Background: an optimization exercise with open tools, aiming at small area, a short achievable clock period and few clock cycles per item. Do not read the settings as production practice.
At most, simulation tests tie the RTL to the original design; equivalence was not proved.

==> inputs of run a <==
// hsl_to_rgb_converter_unit
module hsl_to_rgb_converter_unit
(
  input  logic             clk_i,
  input  logic             rst_ni,
  input  logic             in_valid_i,
  output logic             in_ready_o,
  input  logic [hsl2rgb_pkg::HueW-1:0]  hue_degrees_i,
  input  logic [hsl2rgb_pkg::PctW-1:0]  saturation_pct_i,
  input  logic [hsl2rgb_pkg::PctW-1:0]  lightness_pct_i,
  output logic             out_valid_o,
  input  logic             out_ready_i,
  output logic [hsl2rgb_pkg::ChanW-1:0] red_o,
  output logic [hsl2rgb_pkg::ChanW-1:0] green_o,
  output logic [hsl2rgb_pkg::ChanW-1:0] blue_o
);
export LEC_CHECK = 0
export ABC_CLOCK_PERIOD_IN_PS = 4500
export CAP_MARGIN = 20
export CORE_MARGIN = 2
export CORE_UTILIZATION = 40
export SETUP_SLACK_MARGIN = 4.3
export SLEW_MARGIN = 20
create_clock -name core_clock -period 9.5 [get_ports {clk_i}]
run.sh (not shown) runs the stock make flow with config.mk's settings and CLKGATE_MAP_FILE= SYNTH_SCRIPT=/design/flow/synth_recipe.tcl, a recipe that flattens the netlist after the stock synthesis.
==> run b: changes against run a <==
Settings changed: SETUP_SLACK_MARGIN 4.3 to 4.6.
==> results.txt <==
	run b	run a
Number of resized instances in the post-cts repair step	40	3
Non-clock buffering overhead in the final layout	6.510%	4.598%
Met3 WL	1186 um	1075 um
Cell depth of the worst flop-to-flop path	16	15
Number of DRC markers in iteration 0	518	522
All-Layer GR Usage	16.81%	16.24%
Area of the multi-input gates	12,630 um^2	12,050 um^2
Vias in the first global route	12,755	12,492
Worst Hold Margin	412.8 ps	418.1 ps
Worst Setup EP	u_cut_d.g_reg.q[8]$_DFFE_PP_	u_cut_d.g_reg.q[10]$_DFFE_PP_
Min-Delay Endpoint	u_cut_d.g_reg.q[2]$_DFFE_PP_	u_cut_b.g_reg.q[1]$_DFFE_PP_
Nonclk buf count	159	104
Achievable Freq	198.5 MHz	194.8 MHz
Run status	timing/DRC/antenna clean	timing/DRC/antenna clean
Transition time at the pin with the least slew margin	1044 ps	955.4 ps
Final GP Congestion	0.8986	0.8814
No run of this note included a check of the RTL's function; only the layout flow was run.


==> inputs of 04-12 <==
Another version of the RTL of hsl_to_rgb_converter_unit (not shown whole).
clock: 9.5 ns
lec_check: 0
abc_clock_period_in_ps: 4500
cap_margin: 20
core_margin: 2
core_utilization: 40
cts_buf_list: sky130_fd_sc_hd__clkbuf_4 sky130_fd_sc_hd__clkbuf_8
setup_slack_margin: 4.5
slew_margin: 20
standard.sh (not shown) runs the stock make flow with config.mk's settings and CLKGATE_MAP_FILE= SYNTH_SCRIPT=/design/flow/synth_recipe.tcl, a recipe that flattens the netlist after the stock synthesis.
==> flow/flow/run.sh <==
#!/bin/bash
# Layout flow: the standard flow, with one netlist step between synthesis and floorplan.
# flow/polfix.py removes inverters around the full and half adders of the synthesized
# netlist (full adders are self-dual, so some may work on complemented signals); the
# registers and every other cell stay as synthesis made them. Each tool's output goes to
# a log of its own: synth.log, polfix.log, layout.log.
set -euo pipefail
R=orfs/results/sky130hd/hsl_to_rgb_converter_unit/base
bash standard.sh synth > synth.log 2>&1
cp "$R/1_2_yosys.v" yosys_netlist.v
python3 flow/polfix.py yosys_netlist.v "$R/1_2_yosys.v" > polfix.log 2>&1
bash standard.sh > layout.log 2>&1
Other scripts of this flow, unchanged in this note and not shown: flow/flow/polfix.py
==> 12-10: changes against 04-12 <==
--- a/flow/design.v
+++ b/flow/design.v
@@ -30,21 +30,21 @@
   output logic s_o,
   output logic y_o
 );
   assign s_o = ~(a_i ^ b_i);
   assign y_o = a_i | b_i;
 endmodule
 module hsl2rgb_ks #(
-  parameter int W = 8
+  parameter int W = 8,
+  parameter int L = 3       
 ) (
   input  logic [W-1:0] a_i,
   input  logic [W-1:0] b_i,
   output logic [W-1:0] s_o
 );
-  localparam int L = $clog2(W);
   logic [W-1:0] g [0:L];
   logic [W-1:0] p [0:L];
   assign g[0] = a_i & b_i;
   assign p[0] = a_i ^ b_i;
   for (genvar k = 0; k < L; k++) begin : g_lvl
     for (genvar i = 0; i < W; i++) begin : g_bit
       if (i >= (1 << k)) begin : g_node
@@ -136,15 +136,15 @@
   hsl2rgb_fa u_s21 (.a_i(y12), .b_i(s13), .c_i(s7), .s_o(s21), .y_o(y21));
   hsl2rgb_fa u_s22 (.a_i(y13), .b_i(s14), .c_i(p38), .s_o(s22), .y_o(y22));
   hsl2rgb_fa u_s23 (.a_i(y14), .b_i(s15), .c_i(p39), .s_o(s23), .y_o(y23));
   hsl2rgb_fa u_s24 (.a_i(y15), .b_i(p34), .c_i(p40), .s_o(s24), .y_o(y24));
   logic [12:0] r0, r1, sum;
   assign r0 = {1'b0, y24, y23, y22, y21, y20, y19, y18, y17, y16, s16, p1, p0};
   assign r1 = {1'b0, p41, s24, s23, s22, s21, s20, s19, s18, s17, p14, p7, 1'b0};
-  hsl2rgb_ks #(.W(13)) u_add (.a_i(r0), .b_i(r1), .s_o(sum));
+  hsl2rgb_ks #(.W(13), .L(4)) u_add (.a_i(r0), .b_i(r1), .s_o(sum));
   assign sum_o = sum[12:0];
 endmodule
 module hsl2rgb_add_q (
   input  logic [5:0] m_i,
   input  logic [6:0] s_i,
   input  logic [6:0] l_i,
   output logic [13:0] sum_o
@@ -246,15 +246,15 @@
   hsl2rgb_fa u_s42 (.a_i(y31), .b_i(s32), .c_i(s21), .s_o(s42), .y_o(y42));
   hsl2rgb_fa u_s43 (.a_i(y32), .b_i(s33), .c_i(s23), .s_o(s43), .y_o(y43));
   hsl2rgb_fa u_s44 (.a_i(y33), .b_i(s34), .c_i(l_i[6]), .s_o(s44), .y_o(y44));
   hsl2rgb_fa u_s45 (.a_i(y34), .b_i(y24), .c_i(l_i[6]), .s_o(s45), .y_o(y45));
   logic [13:0] r0, r1, sum;
   assign r0 = {y45, y44, y43, y42, y41, y40, y39, y38, y37, y36, y35, s35, p1, p0};
   assign r1 = {1'b0, s45, s44, s43, s42, s41, s40, s39, s38, s37, s36, l_i[0], p7, 1'b0};
-  hsl2rgb_ks #(.W(14)) u_add (.a_i(r0), .b_i(r1), .s_o(sum));
+  hsl2rgb_ks #(.W(14), .L(4)) u_add (.a_i(r0), .b_i(r1), .s_o(sum));
   assign sum_o = sum[13:0];
 endmodule
 module hsl2rgb_mul_r (
   input  logic [12:0] cx_i,
   input  logic [4:0] a_i,
   input  logic [0:0] neg_i,
   input  logic [6:0] l_i,
@@ -442,15 +442,15 @@
   hsl2rgb_fa u_s77 (.a_i(y59), .b_i(s60), .c_i(s45), .s_o(s77), .y_o(y77));
   hsl2rgb_fa u_s78 (.a_i(y60), .b_i(s61), .c_i(p88), .s_o(s78), .y_o(y78));
   hsl2rgb_fa1 u_s79 (.a_i(y61), .b_i(s62), .s_o(s79), .y_o(y79));
   hsl2rgb_ha u_s80 (.a_i(y62), .b_i(l_i[6]), .s_o(s80), .y_o(y80));
   logic [18:0] r0, r1, sum;
   assign r0 = {y79, y78, y77, y76, y75, y74, y73, y72, y71, y70, y69, y68, y67, y66, y65, y64, y63, s63, p0};
   assign r1 = {s80, s79, s78, s77, s76, s75, s74, s73, s72, s71, s70, s69, s68, s67, s66, s65, s64, p29, p14};
-  hsl2rgb_ks #(.W(19)) u_add (.a_i(r0), .b_i(r1), .s_o(sum));
+  hsl2rgb_ks #(.W(19), .L(5)) u_add (.a_i(r0), .b_i(r1), .s_o(sum));
   assign sum_o = sum[18:0];
 endmodule
 module hsl2rgb_div_q (
   input  logic [13:0] q_i,
   output logic [17:0] sum_o
 );
   logic p14, p15, p16, p17, p18, p19, p20, p21, p22, p23, p24, p25;
@@ -565,15 +565,15 @@
   hsl2rgb_fa1 u_s81 (.a_i(y59), .b_i(s60), .s_o(s81), .y_o(y81));
   hsl2rgb_fa1 u_s82 (.a_i(y60), .b_i(s61), .s_o(s82), .y_o(y82));
   hsl2rgb_ha u_s83 (.a_i(y61), .b_i(q_i[12]), .s_o(s83), .y_o(y83));
   assign i83 = ~q_i[13];
   logic [22:0] r0, r1, sum;
   assign r0 = {y83, y82, y81, y80, y79, y78, y77, y76, y75, y74, y73, y72, y71, y70, y69, y68, y67, y66, y65, y64, y63, y62, s62};
   assign r1 = {i83, s83, s82, s81, s80, s79, s78, s77, s76, s75, s74, s73, s72, s71, s70, s69, s68, s67, s66, s65, s64, s63, p25};
-  hsl2rgb_ks #(.W(23)) u_add (.a_i(r0), .b_i(r1), .s_o(sum));
+  hsl2rgb_ks #(.W(23), .L(5)) u_add (.a_i(r0), .b_i(r1), .s_o(sum));
   assign sum_o = sum[21:4];
 endmodule
 module hsl2rgb_div_r (
   input  logic [18:0] r_i,
   output logic [7:0] sum_o
 );
   logic p14, p15, p16, p17, p18, p19, p20, p21, p22, p23, p24, p25;
@@ -703,15 +703,15 @@
   hsl2rgb_fa1 u_s89 (.a_i(y65), .b_i(s66), .s_o(s89), .y_o(y89));
   hsl2rgb_ha u_s90 (.a_i(y66), .b_i(r_i[16]), .s_o(s90), .y_o(y90));
   assign i90 = ~r_i[17];
   assign i91 = ~r_i[18];
   logic [26:0] r0, r1, sum;
   assign r0 = {r_i[18], r_i[17], y90, y89, y88, y87, y86, y85, y84, y83, y82, y81, y80, y79, y78, y77, y76, y75, y74, y73, y72, y71, y70, y69, y68, y67, s67};
   assign r1 = {1'b1, i91, i90, s90, s89, s88, s87, s86, s85, s84, s83, s82, s81, s80, s79, s78, s77, s76, s75, s74, s73, s72, s71, s70, s69, s68, 1'b1};
-  hsl2rgb_ks #(.W(27)) u_add (.a_i(r0), .b_i(r1), .s_o(sum));
+  hsl2rgb_ks #(.W(27), .L(5)) u_add (.a_i(r0), .b_i(r1), .s_o(sum));
   assign sum_o = sum[24:17];
 endmodule
 module hsl2rgb_low (
   input  logic [6:0] l_i,
   input  logic [3:0] tens_i,
   input  logic [9:0] thr_i,
   input  logic [17:0] yq_i,
@@ -752,15 +752,15 @@
   hsl2rgb_fa u_s11 (.a_i(y3), .b_i(s4), .c_i(p36), .s_o(s11), .y_o(y11));
   hsl2rgb_fa u_s12 (.a_i(y4), .b_i(s5), .c_i(p37), .s_o(s12), .y_o(y12));
   hsl2rgb_fa u_s13 (.a_i(y5), .b_i(l_i[5]), .c_i(p38), .s_o(s13), .y_o(y13));
   assign i13 = ~l_i[6];
   logic [18:0] r0, r1, sum;
   assign r0 = {y13, y12, y11, y10, y9, y8, y7, y6, s6, thr_i[9], thr_i[8], thr_i[7], thr_i[6], thr_i[5], thr_i[4], thr_i[3], thr_i[2], thr_i[1], thr_i[0]};
   assign r1 = {i13, s13, s12, s11, s10, s9, s8, s7, p31, p30, p29, p28, p27, p26, p25, p24, p23, p22, p21};
-  hsl2rgb_ks #(.W(19)) u_add (.a_i(r0), .b_i(r1), .s_o(sum));
+  hsl2rgb_ks #(.W(19), .L(5)) u_add (.a_i(r0), .b_i(r1), .s_o(sum));
   assign sum_o = sum[17:10];
 endmodule
 module hsl_to_rgb_converter_unit
 (
   input  logic             clk_i,
   input  logic             rst_ni,
   input  logic             in_valid_i,
@@ -776,41 +776,33 @@
 );
   localparam bit CutA = 1'b1;
   localparam bit CutB = 1'b1;
   localparam bit CutC = 1'b1;
   localparam bit CutD = 1'b1;
   localparam bit [3:0] Cut = {CutD, CutC, CutB, CutA};
   logic [4:0] vin;    
-  logic [4:0] en;     
+  logic [3:0] ld;     
   assign vin[0] = in_valid_i;
-  assign en[4]  = out_ready_i;
-  logic [3:0] v;      
   for (genvar i = 0; i < 4; i++) begin : g_valid
     if (Cut[i]) begin : g_reg
       logic v_q;
       always_ff @(posedge clk_i or negedge rst_ni) begin
         if (!rst_ni) begin
           v_q <= 1'b0;
-        end else if (en[i]) begin
+        end else if (out_ready_i) begin
           v_q <= vin[i];
         end
       end
       assign vin[i+1] = v_q;
-      assign v[i]     = v_q;
     end else begin : g_wire
       assign vin[i+1] = vin[i];
-      assign v[i]     = 1'b0;
     end
-    assign en[i] = out_ready_i || !(&(v[3:i] | ~Cut[3:i]));
+    assign ld[i] = out_ready_i && vin[i];
   end
-  logic [3:0] ld;
-  for (genvar i = 0; i < 4; i++) begin : g_load
-    assign ld[i] = en[i] && vin[i];
-  end
-  assign in_ready_o  = en[0];
+  assign in_ready_o  = out_ready_i;
   assign out_valid_o = vin[4];
   logic [2:0] sec;     
   logic [5:0] w;       
   logic [6:0] s, l, m;
   logic [6:0] g;
   logic [3:0] k, gm;
   assign g = hue_degrees_i[8:2];
==> 05-16: changes against 04-12 <==
--- a/flow/design.v
+++ b/flow/design.v
@@ -30,21 +30,21 @@
   output logic s_o,
   output logic y_o
 );
   assign s_o = ~(a_i ^ b_i);
   assign y_o = a_i | b_i;
 endmodule
 module hsl2rgb_ks #(
-  parameter int W = 8
+  parameter int W = 8,
+  parameter int L = 3       
 ) (
   input  logic [W-1:0] a_i,
   input  logic [W-1:0] b_i,
   output logic [W-1:0] s_o
 );
-  localparam int L = $clog2(W);
   logic [W-1:0] g [0:L];
   logic [W-1:0] p [0:L];
   assign g[0] = a_i & b_i;
   assign p[0] = a_i ^ b_i;
   for (genvar k = 0; k < L; k++) begin : g_lvl
     for (genvar i = 0; i < W; i++) begin : g_bit
       if (i >= (1 << k)) begin : g_node
@@ -136,15 +136,15 @@
   hsl2rgb_fa u_s21 (.a_i(y12), .b_i(s13), .c_i(s7), .s_o(s21), .y_o(y21));
   hsl2rgb_fa u_s22 (.a_i(y13), .b_i(s14), .c_i(p38), .s_o(s22), .y_o(y22));
   hsl2rgb_fa u_s23 (.a_i(y14), .b_i(s15), .c_i(p39), .s_o(s23), .y_o(y23));
   hsl2rgb_fa u_s24 (.a_i(y15), .b_i(p34), .c_i(p40), .s_o(s24), .y_o(y24));
   logic [12:0] r0, r1, sum;
   assign r0 = {1'b0, y24, y23, y22, y21, y20, y19, y18, y17, y16, s16, p1, p0};
   assign r1 = {1'b0, p41, s24, s23, s22, s21, s20, s19, s18, s17, p14, p7, 1'b0};
-  hsl2rgb_ks #(.W(13)) u_add (.a_i(r0), .b_i(r1), .s_o(sum));
+  hsl2rgb_ks #(.W(13), .L(4)) u_add (.a_i(r0), .b_i(r1), .s_o(sum));
   assign sum_o = sum[12:0];
 endmodule
 module hsl2rgb_add_q (
   input  logic [5:0] m_i,
   input  logic [6:0] s_i,
   input  logic [6:0] l_i,
   output logic [13:0] sum_o
@@ -246,15 +246,15 @@
   hsl2rgb_fa u_s42 (.a_i(y31), .b_i(s32), .c_i(s21), .s_o(s42), .y_o(y42));
   hsl2rgb_fa u_s43 (.a_i(y32), .b_i(s33), .c_i(s23), .s_o(s43), .y_o(y43));
   hsl2rgb_fa u_s44 (.a_i(y33), .b_i(s34), .c_i(l_i[6]), .s_o(s44), .y_o(y44));
   hsl2rgb_fa u_s45 (.a_i(y34), .b_i(y24), .c_i(l_i[6]), .s_o(s45), .y_o(y45));
   logic [13:0] r0, r1, sum;
   assign r0 = {y45, y44, y43, y42, y41, y40, y39, y38, y37, y36, y35, s35, p1, p0};
   assign r1 = {1'b0, s45, s44, s43, s42, s41, s40, s39, s38, s37, s36, l_i[0], p7, 1'b0};
-  hsl2rgb_ks #(.W(14)) u_add (.a_i(r0), .b_i(r1), .s_o(sum));
+  hsl2rgb_ks #(.W(14), .L(4)) u_add (.a_i(r0), .b_i(r1), .s_o(sum));
   assign sum_o = sum[13:0];
 endmodule
 module hsl2rgb_mul_r (
   input  logic [12:0] cx_i,
   input  logic [4:0] a_i,
   input  logic [0:0] neg_i,
   input  logic [6:0] l_i,
@@ -442,15 +442,15 @@
   hsl2rgb_fa u_s77 (.a_i(y59), .b_i(s60), .c_i(s45), .s_o(s77), .y_o(y77));
   hsl2rgb_fa u_s78 (.a_i(y60), .b_i(s61), .c_i(p88), .s_o(s78), .y_o(y78));
   hsl2rgb_fa1 u_s79 (.a_i(y61), .b_i(s62), .s_o(s79), .y_o(y79));
   hsl2rgb_ha u_s80 (.a_i(y62), .b_i(l_i[6]), .s_o(s80), .y_o(y80));
   logic [18:0] r0, r1, sum;
   assign r0 = {y79, y78, y77, y76, y75, y74, y73, y72, y71, y70, y69, y68, y67, y66, y65, y64, y63, s63, p0};
   assign r1 = {s80, s79, s78, s77, s76, s75, s74, s73, s72, s71, s70, s69, s68, s67, s66, s65, s64, p29, p14};
-  hsl2rgb_ks #(.W(19)) u_add (.a_i(r0), .b_i(r1), .s_o(sum));
+  hsl2rgb_ks #(.W(19), .L(5)) u_add (.a_i(r0), .b_i(r1), .s_o(sum));
   assign sum_o = sum[18:0];
 endmodule
 module hsl2rgb_div_q (
   input  logic [13:0] q_i,
   output logic [17:0] sum_o
 );
   logic p14, p15, p16, p17, p18, p19, p20, p21, p22, p23, p24, p25;
@@ -565,15 +565,15 @@
   hsl2rgb_fa1 u_s81 (.a_i(y59), .b_i(s60), .s_o(s81), .y_o(y81));
   hsl2rgb_fa1 u_s82 (.a_i(y60), .b_i(s61), .s_o(s82), .y_o(y82));
   hsl2rgb_ha u_s83 (.a_i(y61), .b_i(q_i[12]), .s_o(s83), .y_o(y83));
   assign i83 = ~q_i[13];
   logic [22:0] r0, r1, sum;
   assign r0 = {y83, y82, y81, y80, y79, y78, y77, y76, y75, y74, y73, y72, y71, y70, y69, y68, y67, y66, y65, y64, y63, y62, s62};
   assign r1 = {i83, s83, s82, s81, s80, s79, s78, s77, s76, s75, s74, s73, s72, s71, s70, s69, s68, s67, s66, s65, s64, s63, p25};
-  hsl2rgb_ks #(.W(23)) u_add (.a_i(r0), .b_i(r1), .s_o(sum));
+  hsl2rgb_ks #(.W(23), .L(5)) u_add (.a_i(r0), .b_i(r1), .s_o(sum));
   assign sum_o = sum[21:4];
 endmodule
 module hsl2rgb_div_r (
   input  logic [18:0] r_i,
   output logic [7:0] sum_o
 );
   logic p14, p15, p16, p17, p18, p19, p20, p21, p22, p23, p24, p25;
@@ -703,15 +703,15 @@
   hsl2rgb_fa1 u_s89 (.a_i(y65), .b_i(s66), .s_o(s89), .y_o(y89));
   hsl2rgb_ha u_s90 (.a_i(y66), .b_i(r_i[16]), .s_o(s90), .y_o(y90));
   assign i90 = ~r_i[17];
   assign i91 = ~r_i[18];
   logic [26:0] r0, r1, sum;
   assign r0 = {r_i[18], r_i[17], y90, y89, y88, y87, y86, y85, y84, y83, y82, y81, y80, y79, y78, y77, y76, y75, y74, y73, y72, y71, y70, y69, y68, y67, s67};
   assign r1 = {1'b1, i91, i90, s90, s89, s88, s87, s86, s85, s84, s83, s82, s81, s80, s79, s78, s77, s76, s75, s74, s73, s72, s71, s70, s69, s68, 1'b1};
-  hsl2rgb_ks #(.W(27)) u_add (.a_i(r0), .b_i(r1), .s_o(sum));
+  hsl2rgb_ks #(.W(27), .L(5)) u_add (.a_i(r0), .b_i(r1), .s_o(sum));
   assign sum_o = sum[24:17];
 endmodule
 module hsl2rgb_low (
   input  logic [6:0] l_i,
   input  logic [3:0] tens_i,
   input  logic [9:0] thr_i,
   input  logic [17:0] yq_i,
@@ -752,15 +752,15 @@
   hsl2rgb_fa u_s11 (.a_i(y3), .b_i(s4), .c_i(p36), .s_o(s11), .y_o(y11));
   hsl2rgb_fa u_s12 (.a_i(y4), .b_i(s5), .c_i(p37), .s_o(s12), .y_o(y12));
   hsl2rgb_fa u_s13 (.a_i(y5), .b_i(l_i[5]), .c_i(p38), .s_o(s13), .y_o(y13));
   assign i13 = ~l_i[6];
   logic [18:0] r0, r1, sum;
   assign r0 = {y13, y12, y11, y10, y9, y8, y7, y6, s6, thr_i[9], thr_i[8], thr_i[7], thr_i[6], thr_i[5], thr_i[4], thr_i[3], thr_i[2], thr_i[1], thr_i[0]};
   assign r1 = {i13, s13, s12, s11, s10, s9, s8, s7, p31, p30, p29, p28, p27, p26, p25, p24, p23, p22, p21};
-  hsl2rgb_ks #(.W(19)) u_add (.a_i(r0), .b_i(r1), .s_o(sum));
+  hsl2rgb_ks #(.W(19), .L(5)) u_add (.a_i(r0), .b_i(r1), .s_o(sum));
   assign sum_o = sum[17:10];
 endmodule
 module hsl_to_rgb_converter_unit
 (
   input  logic             clk_i,
   input  logic             rst_ni,
   input  logic             in_valid_i,
@@ -776,41 +776,33 @@
 );
   localparam bit CutA = 1'b1;
   localparam bit CutB = 1'b1;
   localparam bit CutC = 1'b1;
   localparam bit CutD = 1'b1;
   localparam bit [3:0] Cut = {CutD, CutC, CutB, CutA};
   logic [4:0] vin;    
-  logic [4:0] en;     
+  logic [3:0] ld;     
   assign vin[0] = in_valid_i;
-  assign en[4]  = out_ready_i;
-  logic [3:0] v;      
   for (genvar i = 0; i < 4; i++) begin : g_valid
     if (Cut[i]) begin : g_reg
       logic v_q;
       always_ff @(posedge clk_i or negedge rst_ni) begin
         if (!rst_ni) begin
           v_q <= 1'b0;
-        end else if (en[i]) begin
+        end else if (out_ready_i) begin
           v_q <= vin[i];
         end
       end
       assign vin[i+1] = v_q;
-      assign v[i]     = v_q;
     end else begin : g_wire
       assign vin[i+1] = vin[i];
-      assign v[i]     = 1'b0;
     end
-    assign en[i] = out_ready_i || !(&(v[3:i] | ~Cut[3:i]));
+    assign ld[i] = out_ready_i && vin[i];
   end
-  logic [3:0] ld;
-  for (genvar i = 0; i < 4; i++) begin : g_load
-    assign ld[i] = en[i] && vin[i];
-  end
-  assign in_ready_o  = en[0];
+  assign in_ready_o  = out_ready_i;
   assign out_valid_o = vin[4];
   logic [2:0] sec;     
   logic [5:0] w;       
   logic [6:0] s, l, m;
   logic [6:0] g;
   logic [3:0] k, gm;
   assign g = hue_degrees_i[8:2];
- SETUP_SLACK_MARGIN: 4.5 -> 4.75
==> summary of the runs <==
- 12-10 completed with no timing, DRC or antenna violations. 05-16 finished with timing, DRC and antenna clean. 04-12 went through all stages and came out clean.
- The highest critical path depth belongs to 12-10, the lowest to 04-12.
- Flip-flop and latch count is the same in 04-12 and 12-10.
- Via count, lowest first: 12-10, 04-12, 05-16.
- Worst hold slack: 04-12 is higher than 12-10 (16 ps).
- In 12-10 the synthesized area is lower than in 04-12, by about 0.8%.
- The highest core utilization belongs to 05-16, the lowest to 04-12.
==> figures <==
item                                                               05-16       12-10       04-12
Fraction of final layout cells sized beyond drive strength 1       11.3%       6.91%       7.65%
Post-synthesis instance area                                  16700 um^2  16700 um^2  16800 um^2
Met3 demand-to-capacity share in global routing                    2.32%       2.85%       2.13%
Initial standard-cell utilization of the core                      40.7%       40.7%       40.3%
Final-layout clock-cell area share                                 1.96%       2.13%       2.15%
Dpl hpwl                                                         27.9 mm     27.7 mm     27.9 mm
Met2 routed WL                                                   16.9 mm     16.4 mm     16.4 mm
Post-Route M1 WL                                                 16.0 mm     15.6 mm     15.5 mm
Outcome                                         timing/DRC/antenna clean  timing/DRC/antenna clean  timing/DRC/antenna clean
Area of the multi-input gates                                 11700 um^2  11600 um^2  11700 um^2
Critical path depth in cells                                          22          23           4
Met1 layer usage reported by global route                          21.9%       21.9%       21.1%
Fillers                                                             3720        3815        3888
Initial DRT Pass Iterations                                            6          10           9
Testbench counts of 12-10, summed over its fixed seeds: cycles 12,032, items 12,000.
Testbench counts of 05-16, summed over its fixed seeds: cycles 12,032, items 12,000.
The RTL of 04-12 was laid out without a check of its function.

==> static timing again, ports no longer ideal <==
No port has a modelled driver above. Below, the same layouts with a new extraction and two added sets of constraints. Step 1: set_driving_cell puts a clkbuf_16 on clk_i and a buf_2 on each other input, an assumption about the parent block. Step 2, shift: input delay + t, output delay - t, t = (earliest + latest rising clock arrival at the registers) / 2. This alone moves slack from input paths to output paths. a / b / c = ideal / step 1 / step 2; a / b = the first two.
| run | shift t [ns] | setup WS [ns] | worst register clock-pin slew, ns |
|---|---|---|---|
| run a | 0.490 | 4.367 / 4.367 / 4.116 | 0.06 / 0.06 |
| run b | 0.492 | 4.462 / 4.462 / 4.462 | 0.06 / 0.06 |
| 04-12 | 0.524 | 4.588 / 4.563 / 4.563 | 0.09 / 0.09 |
| 12-10 | 0.528 | 4.704 / 4.701 / 4.701 | 0.10 / 0.10 |
| 05-16 | 0.518 | 4.828 / 4.828 / 4.828 | 0.10 / 0.10 |
After both steps every run listed still meets setup and hold. For run a, which loses most, drivers alone change the setup slack by 0.000 ns; drivers and shift together by -0.251 ns.
